From an optimization exercise on the open Yosys and OpenROAD flow, aimed at small area, a short achievable clock period and few clock cycles; shortcuts taken in it are not production practice.
Function was checked by simulation only, so behaviour that the tests miss may differ from the original.

## ProcessingElement
module ProcessingElement #(
    parameter int MaxFiltW = PECfg::DefMaxFiltW,
    parameter int MaxOutW  = PECfg::DefMaxOutW,
    parameter int MaxCh    = PECfg::DefMaxCh
) (
    input  logic                         i_clk,
    input  logic                         i_rstN,
    input  logic                         i_start,
    input  logic [$clog2(MaxFiltW+1)-1:0] i_filtW,
    input  logic [$clog2(MaxOutW+1)-1:0]  i_outW,
    input  logic [$clog2(MaxCh+1)-1:0]    i_numCh,
    input  logic                         i_ipixValid,
    input  PECfg::Pix                    i_ipix,
    input  logic                         i_wpixValid,
    input  PECfg::Pix                    i_wpix,
    output logic                         o_fwdValid,
    output PECfg::Pix                    o_fwdPix,
    output logic                         o_psumValid,
    output PECfg::Psum                   o_psum,
    output logic                         o_done
);
    localparam int NPix = 76;    
    logic [1:0] cC1, cF1;
    logic [3:0] cW1;
    logic [4:0] cR1;
    logic       run;             
    logic       pMore, wMore;    
    logic [4:0] pI;
    logic [1:0] pCh;
    logic [1:0] wJ;              
    logic [2:0] wC;              
    logic [6:0] skipCnt;         
    logic       fwdValid, pTake;
    logic [7:0] fwdPix, takePix;    
    logic       fb, rep, repFin;
    logic [NPix*8-1:0] chain;
    logic [127:0] wslot;
    logic [4:0] eI;
    logic [1:0] eCh;
    logic [7:0]  twR [4];
    logic        v1, z1, f1, v2, z2, f2, aF;
    logic [18:0] rowA, rowB, headNx;
  ...
For scale: roughly 63 I/O pins, ~0.050 mm^2 of cells after synthesis.
export LEC_CHECK = 0
export CAP_MARGIN = 20
export CORE_MARGIN = 2
export CORE_UTILIZATION = 60
export SLEW_MARGIN = 20
create_clock -name core_clock -period 8.0 [get_ports {i_clk}]
standard.sh (not shown) runs the stock make flow with config.mk's settings and CLKGATE_MAP_FILE= SYNTH_SCRIPT=/design/flow/synth_recipe.tcl, a recipe that flattens the netlist after the stock synthesis.
==> flow/flow/run.sh <==
#!/bin/bash
# The standard ORFS layout, except that the ports get a plain buffer
# (buf_2) instead of the delay cell buffer_ports picks by default, and timing
# repair aims for a little more setup slack than config.mk may ask for.
set -euo pipefail
cd "$(dirname "$0")/.."
bash standard.sh SETUP_SLACK_MARGIN=5.3 "BUFFER_PORTS_ARGS=-buffer_cell sky130_fd_sc_hd__buf_2" finish > standard_flow.log 2>&1
Testbench counts at the start, summed over its fixed seeds: cycles 8,124.
Rerun with:
--- a/flow/design.v
+++ b/flow/design.v
@@ -1640,16 +1640,19 @@
     logic [127:0] wslot;
     logic [4:0] eI;
     logic [1:0] eCh;
     logic [7:0]  twR [4];
     logic        v1, z1, f1, v2, z2, f2, aF;
     logic [18:0] rowA, rowB, headNx;
     localparam int RW = 19;
-    localparam int NL = 17;
+    localparam int NL = 8;
     logic [NL*RW-1:0] ring;
+    logic [RW-1:0]    segA, segB [2], segC [2], segD [4], dA, dB, dC, dD;
+    logic [4:0]       uLen;        
+    logic             uOn;
     logic [RW-1:0]    newR, outSel, fAge;
     logic [4:0]  dCnt;
     logic        psumValid, dLastR, doneR, drAct, f0Made, f0New, useF;
     logic [19:0] outR;
     logic        drainNow, drStart, lastDrain, ldNow, pAny;
     logic startNow, accP, accW, pRowEnd, pLastR, wLastR, pMoreN, wMoreN;
     logic [4:0] pI_n;
@@ -1807,22 +1810,39 @@
         .o_rowA (rowA),
         .o_rowB (rowB)
     );
     assign headNx = (v2 && z2) ? 19'd0 : ring[0 +: RW];
     always_ff @(posedge i_clk) begin
         newR <= rowA + rowB;
     end
+    assign uOn  = (cR1 >= 5'd10);
+    assign uLen = cR1 - 5'd9;
+    assign dA = uLen[0] ? segA : newR;
+    assign dB = (uLen >= 5'd2 && uLen != 5'd4 && uLen != 5'd5) ? segB[1] : dA;
+    assign dC = (uLen >= 5'd8) ? segC[1] : dB;
+    assign dD = (uLen >= 5'd4) ? segD[3] : dC;
+    always_ff @(posedge i_clk) begin
+        segA    <= newR;
+        segB[0] <= dA;
+        segB[1] <= segB[0];
+        segC[0] <= dB;
+        segC[1] <= segC[0];
+        segD[0] <= dC;
+        segD[1] <= segD[0];
+        segD[2] <= segD[1];
+        segD[3] <= segD[2];
+    end
     for (genvar k = 0; k < NL; k++) begin : g_ring
         if (k == 0) begin : g_head
             always_ff @(posedge i_clk) begin
                 ring[0 +: RW] <= ring[RW +: RW];
             end
         end else if (k == NL - 1) begin : g_top
             always_ff @(posedge i_clk) begin
-                ring[RW*k +: RW] <= newR;
+                ring[RW*k +: RW] <= uOn ? dD : newR;
             end
         end else begin : g_mid
             always_ff @(posedge i_clk) begin
                 ring[RW*k +: RW] <= (cR1 <= 5'(k + 2)) ? newR : ring[RW*(k+1) +: RW];
             end
         end
     end
What happened: Critical path depth stays the same. First-iteration DRC count is about the same. Core utilization went up by 0.70 points. Via count grows by 0.75%. Clock skew hardly moves.
Testbench counts after the change, summed over its fixed seeds: cycles 8,124.

## afterwards: timing with drivers on the ports
How much do the figures lean on ideal ports? The routed layouts below were timed once more, with nothing changed but the port constraints. Step 1: set_driving_cell puts a clkbuf_16 on i_clk and a buf_2 on each other input, an assumption about the parent block. Step 2, shift: input delay + t, output delay - t, t = (earliest + latest rising clock arrival at the registers) / 2. This alone moves slack from input paths to output paths. Slacks: ideal ports / drivers / drivers and shift; pairs: ideal ports / drivers.
| run | t (ns) | setup WS [ns] | hold WS [ns] | latest minus earliest clock arrival (ns) |
|---|---|---|---|---|
| the first run | 0.776 | 5.210 / 5.143 / 4.686 | 0.318 / 0.318 / 0.318 | 0.032 / 0.031 |
| the second run | 0.785 | 5.239 / 5.169 / 4.820 | 0.321 / 0.321 / 0.321 | 0.032 / 0.032 |
After both steps setup and hold are still met in every run listed. The setup slack of the first run, which loses most, moves by -0.067 ns with the drivers and by -0.524 ns with both steps.
